Context: an optimization exercise on an open-source flow, tuned for small area, a short achievable clock period and few clock cycles per item. The choices shown serve that exercise and are no tape-out recipe.
The RTL was checked by simulation tests, not by an equivalence proof against the original design.
No activity file was given, so power comes from the tool's default toggle rates.

## design/flow/run.sh

```bash
#!/bin/bash
# synth_recipe.tcl (not shown) runs the flow's synth.tcl, then flattens the netlist and writes it again
# the make line also repeats each setting of config.mk as NAME=value (left out here)
make -C /OpenROAD-flow-scripts/flow DESIGN_CONFIG=/design/flow/config.mk WORK_HOME=/design/flow/orfs CLKGATE_MAP_FILE= SYNTH_SCRIPT=/design/flow/synth_recipe.tcl finish
```

## design/flow/config.mk

```make
export PLATFORM = sky130hd
export DESIGN_NAME = rv_core
export DESIGN_NICKNAME = rv_core
export VERILOG_FILES = /design/flow/design.v
export SDC_FILE = /design/flow/constraint.sdc
export NUM_CORES = 4
export LEC_CHECK = 0
export CAP_MARGIN = 20
export CORE_MARGIN = 2
export CORE_UTILIZATION = 40
export SLEW_MARGIN = 20
```

## design/flow/constraint.sdc

```tcl
create_clock -name core_clock -period 6.0 [get_ports {clk}]
set_input_delay 1.2000 -clock core_clock [delete_from_list [all_inputs] [get_ports {clk}]]
set_output_delay 1.2000 -clock core_clock [all_outputs]
set_load 0.01 [all_outputs]
```

## design/flow/design.v

```verilog
`timescale 1ns/10ps
package rv_pkg;
    typedef logic [31:0] xlen_t;
    typedef logic [4:0]  reg_idx_t;
    typedef enum logic [3:0] {
        ALU_ADD,
        ALU_SUB,
        ALU_SLL,
        ALU_SLT,
        ALU_SLTU,
        ALU_XOR,
        ALU_SRL,
        ALU_SRA,
        ALU_OR,
        ALU_AND,
        ALU_PASS_B
    } alu_op_t;
    localparam logic [6:0] OPC_LUI    = 7'b0110111;
    localparam logic [6:0] OPC_OP_IMM = 7'b0010011;
    localparam logic [6:0] OPC_OP     = 7'b0110011;
    localparam logic [2:0] F3_ADD_SUB = 3'b000;
    localparam logic [2:0] F3_SLL     = 3'b001;
    localparam logic [2:0] F3_SLT     = 3'b010;
    localparam logic [2:0] F3_SLTU    = 3'b011;
    localparam logic [2:0] F3_XOR     = 3'b100;
    localparam logic [2:0] F3_SRL_SRA = 3'b101;
    localparam logic [2:0] F3_OR      = 3'b110;
    localparam logic [2:0] F3_AND     = 3'b111;
    localparam logic [6:0] FUNCT7_BASE   = 7'b0000000;
    localparam logic [6:0] FUNCT7_ALT    = 7'b0100000;
    localparam logic [6:0] FUNCT7_MULDIV = 7'b0000001;
    localparam int MUL_STEPS = 32;
    localparam int NUM_REGS  = 32;
endpackage
`timescale 1ns/10ps
import rv_pkg::*;
module rv_regfile (
    input  logic             clk,
    input  logic             rst,
    input  rv_pkg::reg_idx_t rs1,
    input  rv_pkg::reg_idx_t rs2,
    output rv_pkg::xlen_t    data1,
    output rv_pkg::xlen_t    data2,
    input  logic             wb_valid,
    input  rv_pkg::reg_idx_t wb_rd,
    input  rv_pkg::xlen_t    wb_data
);
    rv_pkg::xlen_t regs [0:NUM_REGS-1];
    assign data1 = (rs1 == '0) ? '0 :
                   (wb_valid && wb_rd == rs1) ? wb_data : regs[rs1];
    assign data2 = (rs2 == '0) ? '0 :
                   (wb_valid && wb_rd == rs2) ? wb_data : regs[rs2];
    always_ff @(posedge clk) begin
        if (rst) begin
            for (int i = 0; i < NUM_REGS; i++) begin
                regs[i] <= '0;
            end
        end else if (wb_valid && wb_rd != '0) begin
            regs[wb_rd] <= wb_data;
        end
    end
endmodule
`timescale 1ns/10ps
import rv_pkg::*;
module rv_alu (
    input  rv_pkg::alu_op_t op,
    input  rv_pkg::xlen_t   a,
    input  rv_pkg::xlen_t   b,
    output rv_pkg::xlen_t   result
);
    logic [4:0] shamt;
    assign shamt = b[4:0];
    always_comb begin
        case (op)
            ALU_ADD:    result = a + b;
            ALU_SUB:    result = a - b;
            ALU_SLL:    result = a << shamt;
            ALU_SLT:    result = {31'b0, $signed(a) < $signed(b)};
            ALU_SLTU:   result = {31'b0, a < b};
            ALU_XOR:    result = a ^ b;
            ALU_SRL:    result = a >> shamt;
            ALU_SRA:    result = $signed(a) >>> shamt;
            ALU_OR:     result = a | b;
            ALU_AND:    result = a & b;
            ALU_PASS_B: result = b;
            default:    result = '0;
        endcase
    end
endmodule
`timescale 1ns/10ps
import rv_pkg::*;
module rv_mul_unit (
    input  logic          clk,
    input  logic          rst,
    input  logic          start,
    input  rv_pkg::xlen_t a,
    input  rv_pkg::xlen_t b,
    output rv_pkg::xlen_t product,
    output logic          done
);
    logic                               active;
    logic [$clog2(MUL_STEPS + 1) - 1:0] steps;
    rv_pkg::xlen_t                              acc;
    rv_pkg::xlen_t                              mcand;
    rv_pkg::xlen_t                              mplier;
    rv_pkg::xlen_t                              acc_in;
    rv_pkg::xlen_t                              mcand_in;
    rv_pkg::xlen_t                              mplier_in;
    assign acc_in    = start ? '0 : acc;
    assign mcand_in  = start ? a : mcand;
    assign mplier_in = start ? b : mplier;
    assign done    = active && (steps == MUL_STEPS);
    assign product = acc;
    always_ff @(posedge clk) begin
        if (rst) begin
            active <= 1'b0;
            steps  <= '0;
        end else if (start) begin
            active <= 1'b1;
            steps  <= 1'b1;
        end else if (done) begin
            active <= 1'b0;
        end else if (active) begin
            steps <= steps + 1'b1;
        end
    end
    always_ff @(posedge clk) begin
        if (start || (active && !done)) begin
            acc    <= mplier_in[0] ? acc_in + mcand_in : acc_in;
            mcand  <= mcand_in << 1;
            mplier <= mplier_in >> 1;
        end
    end
endmodule
`timescale 1ns/10ps
import rv_pkg::*;
module rv_decode_stage (
    input  logic             clk,
    input  logic             rst,
    input  logic             instr_valid,
    output logic             instr_ready,
    input  rv_pkg::xlen_t    instr,
    input  logic             busy,
    output rv_pkg::reg_idx_t rf_rs1,
    output rv_pkg::reg_idx_t rf_rs2,
    input  rv_pkg::xlen_t    rf_data1,
    input  rv_pkg::xlen_t    rf_data2,
    output logic             id_ex_valid,
    output rv_pkg::reg_idx_t id_ex_rs1,
    output rv_pkg::reg_idx_t id_ex_rs2,
    output rv_pkg::reg_idx_t id_ex_rd,
    output logic             id_ex_rd_we,
    output rv_pkg::alu_op_t  id_ex_alu_op,
    output logic             id_ex_is_mul,
    output logic             id_ex_use_rs1,
    output logic             id_ex_use_rs2,
    output rv_pkg::xlen_t    id_ex_op_a,
    output rv_pkg::xlen_t    id_ex_op_b
);
    rv_pkg::xlen_t      ir;
    logic       ir_valid;
    logic [6:0] opcode;
    logic [2:0] funct3;
    logic [6:0] funct7;
    rv_pkg::xlen_t imm;
    logic       legal;
    function automatic rv_pkg::alu_op_t base_op(input logic [2:0] f3);
        case (f3)
            F3_SLL:     base_op = ALU_SLL;
            F3_SLT:     base_op = ALU_SLT;
            F3_SLTU:    base_op = ALU_SLTU;
            F3_XOR:     base_op = ALU_XOR;
            F3_SRL_SRA: base_op = ALU_SRL;
            F3_OR:      base_op = ALU_OR;
            F3_AND:     base_op = ALU_AND;
            default:    base_op = ALU_ADD;
        endcase
    endfunction
    assign instr_ready = !busy;
    always_ff @(posedge clk) begin
        if (rst) begin
            ir_valid <= 1'b0;
        end else if (!busy) begin
            ir_valid <= instr_valid;
        end
    end
    always_ff @(posedge clk) begin
        if (instr_valid && instr_ready) begin
            ir <= instr;
        end
    end
    assign opcode = ir[6:0];
    assign funct3 = ir[14:12];
    assign funct7 = ir[31:25];
    assign rf_rs1 = ir[19:15];
    assign rf_rs2 = ir[24:20];
    always_comb begin
        id_ex_alu_op  = ALU_ADD;
        id_ex_is_mul  = 1'b0;
        id_ex_use_rs1 = 1'b0;
        id_ex_use_rs2 = 1'b0;
        legal         = 1'b0;
        imm           = '0;
        case (opcode)
            OPC_LUI: begin
                legal        = 1'b1;
                id_ex_alu_op = ALU_PASS_B;
                imm          = {ir[31:12], 12'b0};
            end
            OPC_OP_IMM: begin
                id_ex_use_rs1 = 1'b1;
                imm           = {{20{ir[31]}}, ir[31:20]};
                id_ex_alu_op  = base_op(funct3);
                if (funct3 == F3_SLL) begin
                    legal = (funct7 == FUNCT7_BASE);
                end else if (funct3 == F3_SRL_SRA) begin
                    legal = (funct7 == FUNCT7_BASE) || (funct7 == FUNCT7_ALT);
                    if (funct7 == FUNCT7_ALT) begin
                        id_ex_alu_op = ALU_SRA;
                    end
                end else begin
                    legal = 1'b1;
                end
            end
            OPC_OP: begin
                id_ex_use_rs1 = 1'b1;
                id_ex_use_rs2 = 1'b1;
                if (funct7 == FUNCT7_BASE) begin
                    legal        = 1'b1;
                    id_ex_alu_op = base_op(funct3);
                end else if (funct7 == FUNCT7_ALT) begin
                    legal        = (funct3 == F3_ADD_SUB) || (funct3 == F3_SRL_SRA);
                    id_ex_alu_op = (funct3 == F3_ADD_SUB) ? ALU_SUB : ALU_SRA;
                end else if (funct7 == FUNCT7_MULDIV) begin
                    legal        = (funct3 == F3_ADD_SUB);
                    id_ex_is_mul = legal;
                end
            end
            default: begin
                legal = 1'b0;
            end
        endcase
    end
    assign id_ex_valid = ir_valid;
    assign id_ex_rs1   = rf_rs1;
    assign id_ex_rs2   = rf_rs2;
    assign id_ex_rd    = ir[11:7];
    assign id_ex_rd_we = legal && (ir[11:7] != '0);
    assign id_ex_op_a  = id_ex_use_rs1 ? rf_data1 : '0;
    assign id_ex_op_b  = id_ex_use_rs2 ? rf_data2 : imm;
endmodule
`timescale 1ns/10ps
import rv_pkg::*;
module rv_exec_stage (
    input  logic             clk,
    input  logic             rst,
    input  logic             id_ex_valid,
    input  rv_pkg::reg_idx_t id_ex_rs1,
    input  rv_pkg::reg_idx_t id_ex_rs2,
    input  rv_pkg::reg_idx_t id_ex_rd,
    input  logic             id_ex_rd_we,
    input  rv_pkg::alu_op_t  id_ex_alu_op,
    input  logic             id_ex_is_mul,
    input  logic             id_ex_use_rs1,
    input  logic             id_ex_use_rs2,
    input  rv_pkg::xlen_t    id_ex_op_a,
    input  rv_pkg::xlen_t    id_ex_op_b,
    output logic             busy,
    output logic             wb_valid,
    output rv_pkg::reg_idx_t wb_rd,
    output rv_pkg::xlen_t    wb_data
);
    logic     ex_valid;
    rv_pkg::reg_idx_t ex_rd;
    logic     ex_rd_we;
    rv_pkg::alu_op_t  ex_alu_op;
    logic     ex_is_mul;
    rv_pkg::xlen_t    ex_a;
    rv_pkg::xlen_t    ex_b;
    rv_pkg::xlen_t    ex_result;
    rv_pkg::xlen_t    alu_result;
    rv_pkg::xlen_t    mul_product;
    logic     mul_start;
    logic     mul_done;
    logic     ex_fwd_a;
    logic     ex_fwd_b;
    logic     res_fwd_a;
    logic     res_fwd_b;
    rv_pkg::xlen_t    fwd_a;
    rv_pkg::xlen_t    fwd_b;
    logic     res_valid;
    rv_pkg::reg_idx_t res_rd;
    rv_pkg::xlen_t    res_data;
    rv_alu alu_i (
        .op     (ex_alu_op),
        .a      (ex_a),
        .b      (ex_b),
        .result (alu_result)
    );
    rv_mul_unit mul_i (
        .clk     (clk),
        .rst     (rst),
        .start   (mul_start),
        .a       (ex_a),
        .b       (ex_b),
        .product (mul_product),
        .done    (mul_done)
    );
    assign ex_result = ex_is_mul ? mul_product : alu_result;
    assign busy      = ex_valid && ex_is_mul && !mul_done;
    assign ex_fwd_a  = id_ex_use_rs1 && id_ex_rs1 != '0 && ex_valid && ex_rd_we
                       && ex_rd == id_ex_rs1;
    assign ex_fwd_b  = id_ex_use_rs2 && id_ex_rs2 != '0 && ex_valid && ex_rd_we
                       && ex_rd == id_ex_rs2;
    assign res_fwd_a = id_ex_use_rs1 && id_ex_rs1 != '0 && res_valid && res_rd == id_ex_rs1;
    assign res_fwd_b = id_ex_use_rs2 && id_ex_rs2 != '0 && res_valid && res_rd == id_ex_rs2;
    assign fwd_a = ex_fwd_a ? ex_result : res_fwd_a ? res_data : id_ex_op_a;
    assign fwd_b = ex_fwd_b ? ex_result : res_fwd_b ? res_data : id_ex_op_b;
    always_ff @(posedge clk) begin
        if (rst) begin
            ex_valid  <= 1'b0;
            mul_start <= 1'b0;
            res_valid <= 1'b0;
            wb_valid  <= 1'b0;
        end else begin
            if (!busy) begin
                ex_valid <= id_ex_valid;
            end
            mul_start <= !busy && id_ex_valid && id_ex_is_mul;
            res_valid <= ex_valid && ex_rd_we && !busy;
            wb_valid  <= res_valid;
        end
    end
    always_ff @(posedge clk) begin
        if (!busy) begin
            ex_rd     <= id_ex_rd;
            ex_rd_we  <= id_ex_rd_we;
            ex_alu_op <= id_ex_alu_op;
            ex_is_mul <= id_ex_is_mul;
            ex_a      <= fwd_a;
            ex_b      <= fwd_b;
        end
        res_rd   <= ex_rd;
        res_data <= ex_result;
        wb_rd    <= res_rd;
        wb_data  <= res_data;
    end
endmodule
`timescale 1ns/10ps
import rv_pkg::*;
module rv_core (
    input  logic        clk,
    input  logic        rst,
    input  logic        instr_valid,
    output logic        instr_ready,
    input  logic [31:0] instr,
    output logic        wb_valid,
    output logic [4:0]  wb_rd,
    output logic [31:0] wb_data
);
    logic     busy;
    rv_pkg::reg_idx_t rf_rs1;
    rv_pkg::reg_idx_t rf_rs2;
    rv_pkg::xlen_t    rf_data1;
    rv_pkg::xlen_t    rf_data2;
    logic     id_ex_valid;
    rv_pkg::reg_idx_t id_ex_rs1;
    rv_pkg::reg_idx_t id_ex_rs2;
    rv_pkg::reg_idx_t id_ex_rd;
    logic     id_ex_rd_we;
    rv_pkg::alu_op_t  id_ex_alu_op;
    logic     id_ex_is_mul;
    logic     id_ex_use_rs1;
    logic     id_ex_use_rs2;
    rv_pkg::xlen_t    id_ex_op_a;
    rv_pkg::xlen_t    id_ex_op_b;
    logic     wbi_valid;
    rv_pkg::reg_idx_t wbi_rd;
    rv_pkg::xlen_t    wbi_data;
    rv_decode_stage decode_i (
        .clk           (clk),
        .rst           (rst),
        .instr_valid   (instr_valid),
        .instr_ready   (instr_ready),
        .instr         (instr),
        .busy          (busy),
        .rf_rs1        (rf_rs1),
        .rf_rs2        (rf_rs2),
        .rf_data1      (rf_data1),
        .rf_data2      (rf_data2),
        .id_ex_valid   (id_ex_valid),
        .id_ex_rs1     (id_ex_rs1),
        .id_ex_rs2     (id_ex_rs2),
        .id_ex_rd      (id_ex_rd),
        .id_ex_rd_we   (id_ex_rd_we),
        .id_ex_alu_op  (id_ex_alu_op),
        .id_ex_is_mul  (id_ex_is_mul),
        .id_ex_use_rs1 (id_ex_use_rs1),
        .id_ex_use_rs2 (id_ex_use_rs2),
        .id_ex_op_a    (id_ex_op_a),
        .id_ex_op_b    (id_ex_op_b)
    );
    rv_regfile regfile_i (
        .clk      (clk),
        .rst      (rst),
        .rs1      (rf_rs1),
        .rs2      (rf_rs2),
        .data1    (rf_data1),
        .data2    (rf_data2),
        .wb_valid (wbi_valid),
        .wb_rd    (wbi_rd),
        .wb_data  (wbi_data)
    );
    rv_exec_stage exec_i (
        .clk           (clk),
        .rst           (rst),
        .id_ex_valid   (id_ex_valid),
        .id_ex_rs1     (id_ex_rs1),
        .id_ex_rs2     (id_ex_rs2),
        .id_ex_rd      (id_ex_rd),
        .id_ex_rd_we   (id_ex_rd_we),
        .id_ex_alu_op  (id_ex_alu_op),
        .id_ex_is_mul  (id_ex_is_mul),
        .id_ex_use_rs1 (id_ex_use_rs1),
        .id_ex_use_rs2 (id_ex_use_rs2),
        .id_ex_op_a    (id_ex_op_a),
        .id_ex_op_b    (id_ex_op_b),
        .busy          (busy),
        .wb_valid      (wbi_valid),
        .wb_rd         (wbi_rd),
        .wb_data       (wbi_data)
    );
    assign wb_valid = wbi_valid;
    assign wb_rd    = wbi_rd;
    assign wb_data  = wbi_data;
endmodule
```

==> reports/metrics.csv <==
metric;value;unit
status;no timing/DRC/antenna violations;
routability cong.;1.03;
post-synthesis register bit count;1321;
hold endpoint;exec_i.wb_data[30];
Post-synth EDFFs;1225;
pwr/cell area;255;nW/um2
Area Growth Syn to Fin;11.7;%
# hold bufs at CTS;0;
endpoints failing hold;0;
Clk pin slew, worst setup/hold paths;0.06;ns
Worst slew margin;16.7;%
synthesized area per cell;13.2;um2
drt wl/cell;35.9;um
clock latency (worst-skew pair);0.83;ns
post-synthesis simple-gate area fraction;13.5;%
ys flop type;edfxtp_1;
Synth Area in XOR/XNOR;0.792;%
ANT nets after route;0;
CTS tree;yes;
WP data arrival;5.21;ns
gr usage total;30.9;%
crit share post-route;78.3;%
DRT iter0 DRCs;7542;
Die Height;447;um
Post-DP HPWL;208000;um
CORE AREA;195000;um2
RSZ-0062 raised after global routing;no;
clk buf depth;3;
largest family of logic cells by synthesized area;multiplexers;
Total Wirelength;310000;um
fmax;213;MHz
Async SR Flop Fraction;0;%
CTS Sinks;1321;
Pwr Total;22.3;mW
total congestion overflow;0;
post-cts sizing count;0;
fin. max-slew vios;0;
sequential fraction of the synthesis area;49.3;%
Startpoint Class;flop;
drt via density;6.43;
min-delay worst type;flop to flop;
crit path max fanout;12;
Initial Utilization;40.3;%
Vias;55600;
largest net degree at the start of global routing;90;
top cells by area, synth;edfxtp_1 47%, mux4_2 20%, and2_1 8.0%, dfxtp_1 2.4%, ha_1 2.2%;
FF-to-FF path depth;11;
Netlist Area Pre-Place;78600;um2
H-tree levels;4;
Post-route DRC;0;
layout cells sized above 1;23.1;%
area leader, netlist;edfxtp_1;
hold path cells;0;
reg2reg start;exec_i.ex_a[7];
Final nets;6067;
CP endpoint kind;flop;
first-pass GRT wire length;434000;um
hold_sp;exec_i.res_data[30];
Worst Tran Pin Value;1.24;ns
critical path required time;6.50;ns
R2R Path End;exec_i.ex_a[24];
final setup vio count;0;
FP Rows;162;
Post-synth top cells;1,225 x edfxtp_1, 1,001 x and2_1, 703 x mux4_2;
post-layout util;45.0;%
WS Path Type;flop to flop;
TritonRoute pass-1 iters;6;
most common cell in the synthesized netlist;edfxtp_1;
vias in the first global route;54500;
total CTS buffers;147;
width of the die;447;um
Synth cell types;106;
Leakage;31.1;nW
I/O pin total;74;
r2r setup slk;1.30;ns
IO Port Bufs;73;
Post-Synth Adder-Cell Area;2.24;%
Final TNS setup;0;ns
share of Yosys cell area claimed by the top area cell type;46.8;%
die area;200000;um2
antenna violations before repair;23;
Post-Syn Instances;5951;
Worst Clk Skew;0.0822;ns
Ys Warns;5;
layout filler cell count;17400;
complex-gate fraction of the synthesized area;7.60;%
post-synthesis mux area share;22.8;%
CTS root buf;clkbuf_16;
max cap viols;0;
VDD IR max;311;uV
post-CTS setup buffers;0;
min Tclk post-route;4.70;ns
## per-layer routing
metal | part of all wire [%] | global-route usage [%] | routed length, um | up-vias
li1 | - | - | - | 22700
met1 | 37 | 39.5 | 115000 | 28600
met2 | 45 | 46.9 | 140000 | 3489
met3 | 10 | 7.58 | 32000 | 756
met4 | 7.4 | 20.0 | 23100 | 8
met5 | 0.016 | 0 | 51 | -
## flip-flops by register name (all words and copies together), names as in the netlist, named ones only
| register | cells |
|---|---|
| exec_i.ex_alu_op | 4 |
| exec_i.wb_valid | 1 |
| decode_i.ir_valid | 1 |
| exec_i.res_valid | 1 |
| exec_i.ex_is_mul | 1 |
| exec_i.ex_rd | 5 |
| decode_i.ir | 32 |
| exec_i.wb_rd | 5 |
| exec_i.wb_data | 32 |
| exec_i.mul_i.steps | 6 |
| exec_i.mul_i.acc | 31 |
| exec_i.mul_start | 1 |
| exec_i.mul_i.active | 1 |
| exec_i.ex_b | 32 |
| exec_i.ex_a | 32 |
| exec_i.res_data | 32 |
| exec_i.mul_i.mcand | 31 |
| exec_i.mul_i.mplier | 31 |
| exec_i.res_rd | 5 |
| exec_i.ex_rd_we | 1 |
| regfile_i.regs | 1024 |
| exec_i.ex_valid | 1 |
## per-stage QoR
step                      instance area, um2  hold WS, ns  setup WS (ns)  instances
final                                  87700        0.371           1.30       8646
after global routing                   87700        0.371           1.02       8637
after CTS                              87600        0.364           1.40       8628
after detailed placement               82800        0.358           1.09       8367
after global placement                 82800        0.363           1.04       8367
after floorplan                        78700        0.346           1.60       5982
## where the power goes
part | leakage, nW | internal [mW] | switching [mW]
registers | 13.4 | 10.3 | 0.281
clock network | 2.29 | 5.16 | 4.03
logic | 15.4 | 1.09 | 1.47
## area by class of cell
type	instances	area (um2)	share of cell area (%)
Antenna cell	17	42.5	0.0485
Clock buffer	190	3890	4.44
Clock inverter	71	890	1.01
Inverter	140	526	0.599
Multi-Input combinational cell	3948	37400	42.6
Sequential cell	1321	38700	44.2
Tap cell	2624	3280	3.74
Timing Repair Buffer	335	2970	3.39
## worst max path at each step
stage                             endpoint                  start  slack [ns]
finish                     exec_i.ex_a[24]         exec_i.ex_a[7]        1.30
global route               exec_i.ex_a[30]        exec_i.ex_a[13]        1.02
CTS                        exec_i.ex_a[24]         exec_i.ex_a[7]        1.40
detailed placement  regfile_i.regs[26][21]                    rst        1.09
global placement    regfile_i.regs[22][14]                    rst        1.04
floorplan                   decode_i.ir[0]  exec_i.mul_i.steps[0]        1.60
## critical path: stages (launching register included)
cell,delay [ns]
edfxtp_1,0.80
inv_1,0.12
ha_1,0.49
nor4_1,0.53
o311ai_1,0.28
a31oi_1,0.45
o21ai_1,0.23
o21ai_1,0.63
a31oi_1,0.17
nor4_1,0.31
a41o_1,0.28
a22oi_1,0.10
## logic make-up after synthesis
family,count (synthesis)
compound gates,899
other cells,2
fa+ha+maj,139
flops,1321
buf+inv,713
mux,899
xor+xnor,71
simple gates,1907
## cell usage in the layout (no fill, tap or decap), types with 41 or more instances in the layout
cell type,count
a21oi_1,219
a221oi_1,42
a22oi_1,41
and2_1,1001
buf_4,241
clkbuf_16,147
clkdlybuf4s50_1,72
dfxtp_1,85
edfxtp_1,1225
ha_1,136
inv_1,135
mux2_2,81
mux2i_1,109
mux4_2,703
nand2_1,247
nand3_1,51
nor2_1,241
nor2b_1,55
nor3_1,64
o211ai_1,45
o21ai_0,188
Testbench counts, summed over its fixed seeds: cycles 76,152, instrs 16,504.

separate check: timing with driven ports:
The flow's constraints put no driver on any port. The routed layout listed below was extracted and timed again, unchanged, in two steps.
Step 1 sets driving cells, clkbuf_16 on the clock port and buf_2 on the other inputs (assumed; they add their load-dependent delay and slew).
Step 2, shift: input delay + t, output delay - t, t = (earliest + latest rising clock arrival at the registers) / 2. This alone moves slack from input paths to output paths.
a / b / c = ideal / step 1 / step 2; a / b = the first two.
shift t [ns]: 0.878
slack for setup (ns): 1.300 / 1.300 / 1.152
worst setup path after step 2: input to register
worst register clock-pin slew, ns: 0.07 / 0.07
worst slew at a driven data input, ns: 0.11
After both steps this run still meets setup and hold. The setup slack of this run moves by 0.000 ns with the drivers and by -0.148 ns with both steps.
